Context: an optimization exercise on an open-source flow, tuned for small area, a short achievable clock period and few clock cycles per item. The choices shown serve that exercise and are no tape-out recipe.
Function was checked by simulation only, so behaviour that the tests miss may differ from the original.

## flow/design.v (module list and top-level ports; edited modules follow where they fit)
// module asin_iter: 3789 lines
module asin_iter (
    input  logic        clk,
    input  logic        rst,
    input  logic        start,
    input  logic [31:0] x,
    output logic        busy,
    output logic        done,
    output logic [31:0] asin,
    output logic        sat
);
  // ...
==> flow/flow/run.sh <==
#!/bin/bash
# The standard layout, except that between synthesis and floorplan the netlist's
# full adders are re-polarised by fixinv.py to drop inverters between them
# (a full adder is self-dual). Each step logs to a file of its own here.
set -euo pipefail
R=orfs/results/${FLOW_PLATFORM}/asin_iter/base
bash standard.sh synth > synth.log 2>&1
cp "$R/1_2_yosys.v" yosys_netlist_before_fixinv.v
python3 flow/fixinv.py "$R/1_2_yosys.v" > fixinv.log 2>&1
rm -f "$R/1_synth.odb" "$R/1_synth.sdc"
bash standard.sh finish > layout.log 2>&1
==> flow/flow/fixinv.py <==
#!/usr/bin/env python3
"""Rewrite a Yosys gate netlist so that full adders feed each other with fewer
inverters. A full adder is self-dual: FA(~a, ~b, ~c) = (~sum, ~cout). The script
removes the single inverters (inv_1) between cells, picks for each full adder
whether it computes its function or its dual (greedy local search), and then
inserts one inverter per net whose inverted value some input still needs.
Registers, ports and all other cells are left as they are.
usage: fixinv.py NETLIST.v   (rewritten in place; a summary goes to stdout)"""
import re, sys

path = sys.argv[1]
src = open(path).read()
m = re.search(r"\bmodule\s+(\S+)\s*\((.*?)\);", src, re.S)
ports = set(p.strip() for p in m.group(2).split(","))
cell_re = re.compile(r"(?:\(\*[^*]*\*\)\s*)*(sky130_fd_sc_hd__\w+)\s+(\S+)\s*\((.*?)\);\n", re.S)
pin_re = re.compile(r"\.(\w+)\(([^()]*)\)")
OUTPINS = {"X", "Y", "Q", "Q_N", "SUM", "COUT", "HI", "LO"}

cells = []
for mm in cell_re.finditer(src):
    typ, name, body = mm.group(1), mm.group(2), mm.group(3)
    pins = [(p, n.strip()) for p, n in pin_re.findall(body)]
    cells.append({"typ": typ, "name": name, "pins": pins, "span": mm.span()})

def is_port_net(n):
    base = n.split("[")[0].lstrip("\\").strip()
    return base in ports
def is_const(n):
    return "'" in n

drv = {}
for i, c in enumerate(cells):
    for p, n in c["pins"]:
        if p in OUTPINS:
            drv[n] = (i, p)

# peelable inverters: inv_1 whose output is not a port
peel = set()
for i, c in enumerate(cells):
    if c["typ"] == "sky130_fd_sc_hd__inv_1":
        y = dict(c["pins"])["Y"]
        a = dict(c["pins"])["A"]
        if not is_port_net(y) and not is_const(a):
            peel.add(i)

def root(n):
    k = 0
    seen = 0
    while n in drv and drv[n][0] in peel and seen < 64:
        n = dict(cells[drv[n][0]]["pins"])["A"]
        k ^= 1
        seen += 1
    return n, k

ISFA = lambda c: c["typ"].startswith("sky130_fd_sc_hd__fa_")
FAIN = {"A", "B", "CIN"}
# loads: list of (cell index, pin, root, parity)
loads = []
for i, c in enumerate(cells):
    if i in peel:
        continue
    for p, n in c["pins"]:
        if p in OUTPINS or is_const(n):
            continue
        r, k = root(n)
        loads.append((i, p, r, k))
by_root = {}
for li, (i, p, r, k) in enumerate(loads):
    by_root.setdefault(r, []).append(li)
pi = [0] * len(cells)

def drv_pi(r):
    d = drv.get(r)
    return pi[d[0]] if d is not None and ISFA(cells[d[0]]) else 0

def need_inv(li):
    i, p, r, k = loads[li]
    pc = pi[i] if (ISFA(cells[i]) and p in FAIN) else 0
    return k ^ pc ^ drv_pi(r)

def root_cost(r):
    return int(any(need_inv(li) for li in by_root.get(r, [])))

def fa_roots(i):
    rs = set()
    for p, n in cells[i]["pins"]:
        if p in OUTPINS:
            rs.add(n)
        elif p in FAIN:
            rs.add(root(n)[0])
    return rs

before = sum(root_cost(r) for r in by_root)
fas = [i for i, c in enumerate(cells) if ISFA(c)]
roots_of = {i: fa_roots(i) for i in fas}
for it in range(20):
    changed = 0
    for i in fas:
        rs = roots_of[i]
        old = sum(root_cost(r) for r in rs)
        pi[i] ^= 1
        new = sum(root_cost(r) for r in rs)
        if new < old:
            changed += 1
        else:
            pi[i] ^= 1
    if not changed:
        break
after = sum(root_cost(r) for r in by_root)

# rewrite
def fmt(n):
    return n + " " if n.startswith("\\") else n

inv_of = {}
new_cells = []
conn = {}
for li, (i, p, r, k) in enumerate(loads):
    if need_inv(li):
        if r not in inv_of:
            nm = f"fixinv_{len(inv_of)}"
            inv_of[r] = nm + "_n"
            new_cells.append(f"  sky130_fd_sc_hd__inv_1 {nm} (\n    .A({fmt(r)}),\n    .Y({nm}_n)\n  );\n")
        conn[(i, p)] = inv_of[r]
    else:
        conn[(i, p)] = r
out = []
pos = 0
for i, c in enumerate(cells):
    s, e = c["span"]
    out.append(src[pos:s])
    pos = e
    if i in peel:
        continue
    body = ",\n".join(f"    .{p}({fmt(conn.get((i, p), n) if not (p in OUTPINS or is_const(n)) else n)})" for p, n in c["pins"])
    out.append(f"  {c['typ']} {c['name']} (\n{body}\n  );\n")
rest = src[pos:]
end = rest.rindex("endmodule")
decl = "".join(f"  wire {n};\n" for n in inv_of.values())
out.append(rest[:end] + decl + "".join(new_cells) + rest[end:])
open(path, "w").write("".join(out))
print(f"full adders {len(fas)}, flipped {sum(pi[i] for i in fas)}; peeled inverters {len(peel)}; "
      f"nets needing an inverter: {before} before the flips, {after} after; inverters written {len(inv_of)}")
==> flow/standard.sh <==
#!/bin/bash
# synth_recipe.tcl (not shown) runs the flow's synth.tcl, then flattens the netlist and writes it again
# the make line also repeats each setting of config.mk as NAME=value (left out here)
make -C /OpenROAD-flow-scripts/flow DESIGN_CONFIG=/design/flow/config.mk WORK_HOME=/design/flow/orfs CLKGATE_MAP_FILE= SYNTH_SCRIPT=/design/flow/synth_recipe.tcl "${@:-finish}"
==> flow/config.mk <==
export PLATFORM = sky130hd
export DESIGN_NAME = asin_iter
export DESIGN_NICKNAME = asin_iter
export VERILOG_FILES = /design/flow/design.v
export SDC_FILE = /design/flow/constraint.sdc
export NUM_CORES = 4
export LEC_CHECK = 0
export ABC_AREA = 1
export CAP_MARGIN = 20
export CORE_MARGIN = 2
export CORE_UTILIZATION = 40
export CTS_CLUSTER_DIAMETER = 25
export CTS_CLUSTER_SIZE = 10
export SLEW_MARGIN = 20
==> flow/constraint.sdc <==
create_clock -name core_clock -period 130.0 [get_ports {clk}]
set_input_delay 26.0000 -clock core_clock [delete_from_list [all_inputs] [get_ports {clk}]]
set_output_delay 26.0000 -clock core_clock [all_outputs]
set_load 0.01 [all_outputs]
==> run_results.csv, run 1 <==
group,metric,value,unit
place,dpl_cell_area,0.05728,mm2
critical_path,critPathKind,"reg -> reg",
global_routing,grt_max_degree,58,
place,pre_cts_ws,101880,ps
sta,tightestPinTransition,1170,ps
layout,nClkBuffers,10,
critical_path,endpoint,"sin[15]$_DFFE_PP_",
global_routing,grt_pass1_vias,58310,
place,routabilityCongestion,1.029,
synthesis,synthCells,7508,
layout,clock_area_frac,0.005060,
sta,tns,0,ps
layout,largest_reg_flops,20,
route,dr_wl_met2,107700,um
floorplanning,coreArea,0.1358,mm2
layout,layout_commonest_cell,"nand2_1",
clock_tree,cts_num_sinks,103,
route,via_count,59960,
route,avgRoutedWirePerCell,30.24,um
critical_path,startpoint_type,"register",
layout,design_area,0.05761,mm2
run_status,status,"timing/DRC/antenna clean",
layout,fillers,14170,
route,routed-wl-met3,41360,um
critical_path,path_buf_inv,16,
sta,setup_ws,101250,ps
layout,syn_to_final_growth,5.121,%
floorplanning,start_util,0.4035,
global_routing,grt_use_met1,0.5117,
hold_path,hold_path_end,"busy$_DFFE_PP0P_",
sta,setup_viol,0,
route,drt-initial-drc-count,8344,
layout,inverters,1015,
layout,buf_share,0.03688,
synthesis,syn-mean-instance-area,7.299,um2
sta,fin_hold_ws,528.3,ps
route,route.top_layer_used,"met5",
Testbench counts, summed over its fixed seeds: cycles 18,918, items 1,024.
==> run 2: changes to the inputs <==
--- a/flow/config.mk
+++ b/flow/config.mk
@@ -8,7 +8,7 @@
 export ABC_AREA = 1
 export CAP_MARGIN = 20
 export CORE_MARGIN = 2
-export CORE_UTILIZATION = 40
+export CORE_UTILIZATION = 50
 export CTS_CLUSTER_DIAMETER = 25
 export CTS_CLUSTER_SIZE = 10
 export SLEW_MARGIN = 20
==> run 2 against run 1 <==
Compared with the run above: still clean on timing, DRC and antenna; via count hardly changed; area after synthesis unchanged; final area down 0.92%; clock skew rose by 6.4 ps; routed wire length shrank 2.7%; critical path depth is 4 higher; sequential share of layout area about the same; core utilization rose by 10 points; fmax decreased by 0.48%; setup slack worse by 140 ps; critical path type unchanged; critical endpoint is now am[11]$_DFFE_PP_.
==> run_results.csv, run 2 <==
group,metric,value,unit
clock_tree,path_clk_slew,110,ps
floorplanning,coreArea,0.1089,mm2
floorplanning,die_w,335.1,um
synthesis,synthCells,7508,
critical_path,startpoint_type,"register",
floorplanning,die-area,0.1123,mm2
critical_path,required,130060,ps
place,dp_hpwl,196300,um
layout,syn_to_final_growth,4.157,%
critical_path,cp_data_arrival_time,28950,ps
sta,min_period_over_period,0.2222,
global_routing,grt_max_degree,80,
route,routed_wl,267300,um
layout,nets,8588,
critical_path,critPathKind,"reg -> reg",
global_routing,track_usage,0.4685,
clock_tree,cts_buffers,9,
synthesis,syn-mean-instance-area,7.299,um2
clock_tree,cts_tree,"yes",
critical_path,path_common_cell,"fa_1",
place,routabilityCongestion,1.060,
route,avgRoutedWirePerCell,30.68,um
floorplanning,chipHeight,335.1,um
layout,largestRegisters,"sin (20), am3 (19), xr (18)",
sta,finalHoldViolations,0,
clock_tree,insertion_delay,430,ps
synthesis,synth_warnings,1,
floorplanning,ioPinCount,70,
clock_tree,cts_root_buffer,"clkbuf_16",
sta,grt_setup_unrepaired,"false",
layout,layout_commonest_cell,"nand2_1",
sta,tightestPinTransition,1242,ps
critical_path,critPathMaxFanout,27,
global_routing,grt-ovfl-total,0,
sta,setup_viol,0,
route,drt-initial-drc-count,8464,
route,route.top_layer_used,"met5",
layout,drive_gt1_frac,0.05707,
sta,tns,0,ps
route,wl_met1,95080,um
layout,regMostFlops,"sin",
sta,max_freq,0.03462,GHz
sta,clock_skew,31.59,ps
critical_path,crit_slowest_cell,"fa_1",
clock_tree,post_cts_resize_count,0,
route,routed-wl-met3,36330,um
critical_path,endpoint_kind,"register",
sta,drv_slew,0,
layout,final_cell_mix,"nand2_1, inv_1, fa_1, ha_1, a21oi_1",
sta,period_needed,28890,ps
run_status,status,"timing/DRC/antenna clean",
clock_tree,post_cts_buffers,0,
route,ant_nets,0,
synthesis,synthesis.area,0.05480,mm2
layout,largest_reg_flops,20,
flow_run,max_cap_viol_count,0,
layout,design_area,0.05708,mm2
global_routing,antenna_found_initial,10,
clock_tree,cts_buffer_depth,2,
clock_tree,cts_num_sinks,103,
floorplanning,num_rows,121,
route,drt_first_pass_iters,9,
clock_tree,h-tree-depth,3,
route,post-route-drc-count,0,
synthesis,syn_nets,8812,
layout,utilization,0.5244,
global_routing,grt_pass1_wl,389900,um
floorplanning,start_util,0.5035,
hold_path,hold_class,"reg -> reg",
critical_path,path_buf_inv,18,
sta,slew_headroom,0.1662,
place,portBuffers,69,
critical_path,path_delay_family,"adder cells",
route,avgViaCountPerCell,6.879,
global_routing,grt_pass1_vias,58180,
clock_tree,cts_hold_buf,0,
place,dpl_cell_area,0.05673,mm2
route,dr_wl_met2,111100,um
route,via_count,59930,
critical_path,crit_path_max_incr_delay,730,ps
## run 2: changes by cell type in the layout (fill, tap and decap cells not counted), moves of 2 or more
cell and delta:
clkinv_8 +2, buf_12 -2, a2111oi_1 -2, diode_2 +5, nor2_1 -2, nor2_2 +3, a2111oi_0 +2, buf_4 -6
## run 2: final timing paths
| check | from | endpoint | slack (ps) | cells past startpoint |
|---|---|---|---|---|
| max | am[8]$_DFFE_PP_ | am[11]$_DFFE_PP_ | 101120 | 116 |
| min reg2reg | busy$_DFFE_PP0P_ | busy$_DFFE_PP0P_ | 520 | 2 |
| min in group asynchronous | rst | busy$_DFFE_PP0P_ | 25730 | 2 |
| min | busy$_DFFE_PP0P_ | busy$_DFFE_PP0P_ | 520 | 2 |
| max reg2reg | am[8]$_DFFE_PP_ | am[11]$_DFFE_PP_ | 101120 | 116 |
| max in group asynchronous | rst | state[1]$_DFFE_PP0P_ | 104100 | 2 |
## run 2: stage by stage
stage	instances	setup WS, ps	hold slack [ps]
final	8712	101120	518.0
after global placement	8685	101790	484.5
after floorplan	7508	103180	463.1
after detailed placement	8686	101810	488.4
after global routing	8703	99720	566.9
after CTS	8702	101720	517.0
## run 2: per-layer routing
metal / vias up / GRT usage
met4: 4 / 0.3493
li1: 25310 / -
met2: 4829 / 0.6935
met3: 1437 / 0.1497
met5: - / 0
met1: 28360 / 0.5693
## run 2: worst reg2reg max path, delay by kind of cell (launching register included)
kind / cells / cell delay (ps)
simple gates: 36 / 5920
buf+inv: 18 / 4370
compound gates: 37 / 6630
flops: 1 / 380
fa+ha+maj: 22 / 10030
xor+xnor: 3 / 1210
## run 2: cell type report
| class | count | area, um2 |
|---|---|---|
| antenna | 9 | 22.52 |
| clock buffer | 9 | 225.2 |
| clock inverter | 7 | 87.58 |
| fill | 10870 | 51770 |
| inverter | 1015 | 3810 |
| multi-input combinational | 5909 | 46090 |
| sequential | 103 | 3053 |
| tap | 1414 | 1769 |
| timing repair buffer | 246 | 2027 |
==> run 3: changes to the inputs <==
--- a/flow/config.mk
+++ b/flow/config.mk
@@ -8,7 +8,7 @@
 export ABC_AREA = 1
 export CAP_MARGIN = 20
 export CORE_MARGIN = 2
-export CORE_UTILIZATION = 50
+export CORE_UTILIZATION = 40
 export CTS_CLUSTER_DIAMETER = 25
 export CTS_CLUSTER_SIZE = 10
-export SLEW_MARGIN = 20
+export SLEW_MARGIN = 45
==> run 3 against run 2 <==
Compared with the run above: synthesized cell count unchanged; routed wire length rose by 2.9%; clock skew fell by 5.4 ps; non-clock buffer count grew 11; hold slack gained 7.8 ps; sequential share of layout area shrank 0.065 points.
==> run_results.csv, run 3 <==
group,metric,value,unit
clock_tree,h-tree-depth,3,
sta,tns,0,ps
layout,syn_to_final_growth,5.429,%
critical_path,endpoint_kind,"register",
layout,nets,8599,
route,avgViaCountPerCell,6.623,
clock_tree,post_cts_buffers,0,
layout,drive_gt1_frac,0.06219,
route,avgRoutedWirePerCell,30.25,um
floorplanning,die_w,374.1,um
critical_path,endpoint,"xr[16]$_DFFE_PP_",
floorplanning,ioPinCount,70,
floorplanning,coreArea,0.1358,mm2
synthesis,synthesis.area,0.05480,mm2
sta,setup_ws,101000,ps
place,dpl.cell_count,9061,
route,ant_nets,0,
critical_path,rr_worst_depth,113,
synthesis,synth_warnings,1,
place,dp_hpwl,200800,um
floorplanning,start_util,0.4035,
layout,largestRegisters,"sin (20), am3 (19), xr (18)",
sta,tightestPinTransition,892.0,ps
layout,final_cell_mix,"nand2_1, inv_1, fa_1, ha_1, a21oi_1",
sta,period_needed,29000,ps
route,drt_first_pass_iters,9,
sta,min_period_over_period,0.2231,
critical_path,cp_data_arrival_time,29140,ps
sta,setup_viol,0,
critical_path,worst_r2r_endpoint,"xr[16]$_DFFE_PP_",
critical_path,crit_start,"am[11]$_DFFE_PP_",
global_routing,grt_pass1_wl,398700,um
critical_path,startpoint_type,"register",
sta,slew_headroom,0.4053,
route,drt-initial-drc-count,8990,
synthesis,synthCells,7508,
clock_tree,post_cts_resize_count,0,
floorplanning,chipHeight,374.1,um
critical_path,crit_path_max_incr_delay,770,ps
layout,regMostFlops,"sin",
sta,grt_setup_unrepaired,"false",
sta,drv_slew,0,
synthesis,syn-mean-instance-area,7.299,um2
run_status,status,"timing/DRC/antenna clean",
layout,layout_commonest_cell,"nand2_1",
clock_tree,cts_num_sinks,103,
critical_path,reg2reg_from,"am[11]$_DFFE_PP_",
clock_tree,cts_tree,"yes",
route,via_count,60180,
layout,largest_reg_flops,20,
critical_path,crit_slowest_cell,"clkinv_1",
clock_tree,insertion_delay,430,ps
route,routed_wl,274900,um
floorplanning,num_rows,135,
sta,finalHoldViolations,0,
critical_path,critPathKind,"reg -> reg",
place,routabilityCongestion,1.029,
flow_run,max_cap_viol_count,0,
sta,clock_skew,26.22,ps
critical_path,path_common_cell,"fa_1",
clock_tree,cts_hold_buf,0,
place,pre_cts_ws,101730,ps
floorplanning,die-area,0.1400,mm2
critical_path,rrSetupSlack,101000,ps
global_routing,track_usage,0.3819,
clock_tree,path_clk_slew,100,ps
sta,max_freq,0.03449,GHz
synthesis,syn_nets,8812,
hold_path,holdPathStages,2,
global_routing,grt-ovfl-total,0,
global_routing,antenna_found_initial,13,
critical_path,required,130140,ps
global_routing,grt_pass1_vias,58760,
hold_path,hold_class,"reg -> reg",
route,post-route-drc-count,0,
clock_tree,cts_buffers,9,
clock_tree,cts_buffer_depth,2,
place,portBuffers,69,
place,dpl_cell_area,0.05738,mm2
critical_path,critPathMaxFanout,26,
layout,design_area,0.05778,mm2
global_routing,grt_max_degree,58,
clock_tree,cts_root_buffer,"clkbuf_16",
layout,final_cells,9087,
-- run 3: worst min-delay path by stage --
stage	startpoint	endpoint
3_5_place_dp	busy$_DFFE_PP0P_	busy$_DFFE_PP0P_
2_1_floorplan	sat_n$_DFF_P_	sat_r$_DFFE_PP_
4_1_cts	busy$_DFFE_PP0P_	busy$_DFFE_PP0P_
3_3_place_gp	busy$_DFFE_PP0P_	busy$_DFFE_PP0P_
5_1_grt	busy$_DFFE_PP0P_	busy$_DFFE_PP0P_
6_report	busy$_DFFE_PP0P_	busy$_DFFE_PP0P_
-- run 3: routing by layer --
metal,up-vias,wire [um],part of all wire,GRT usage
li1,25320,-,-,-
met1,28910,108200,0.39,0.5092
met2,4746,107400,0.39,0.5317
met3,1196,42110,0.15,0.1529
met4,14,17140,0.062,0.1856
met5,-,81,0.00029,0
-- run 3: critical path: cells and delay by family (launching register included) --
family	cells	cell delay [ps]
buffers and inverters	13	3300
DFF	1	370
xor gates and xnor gates	4	1350
AOI/OAI and AO/OA	34	5800
and+or+nand+nor	39	6960
adders and majority gates	23	10820
-- run 3: final cells by class --
cell class | instances | area (um2)
fillers | 14180 | 78030
multi-input cells | 5909 | 46230
inverters | 1015 | 3812
flip-flops and latches | 103 | 3053
well taps | 1781 | 2228
repair buffers | 257 | 2145
clock buffers | 10 | 229.0
clock inverters | 6 | 62.56
diodes | 6 | 15.01
-- run 3: metrics by stage --
step,hold WS (ps),util
after floorplan,463.1,-
after global placement,503.4,0.4218
final,525.8,0.4255
after global routing,579.3,0.4253
after CTS,531.0,0.4246
after detailed placement,503.9,0.4225

## port drivers added, routing unchanged
Ports are ideal in the flow. The routed layouts listed here were re-timed in OpenROAD. Step 1: set_driving_cell puts a clkbuf_16 on clk and a buf_2 on each other input, an assumption about the parent block. Step 2, shift: input delay + t, output delay - t, t = (earliest + latest rising clock arrival at the registers) / 2. This alone moves slack from input paths to output paths. Three values: ideal ports, drivers, drivers and shift; two values: the first two.
run	shift t [ns]	slack for setup (ns)	worst register clock-pin slew, ns
run 1	0.494	101.253 / 101.253 / 101.253	0.10 / 0.10
run 2	0.488	101.115 / 101.115 / 101.115	0.11 / 0.11
run 3	0.490	101.002 / 101.002 / 101.002	0.10 / 0.10
After both steps setup and hold are still met in every run listed.
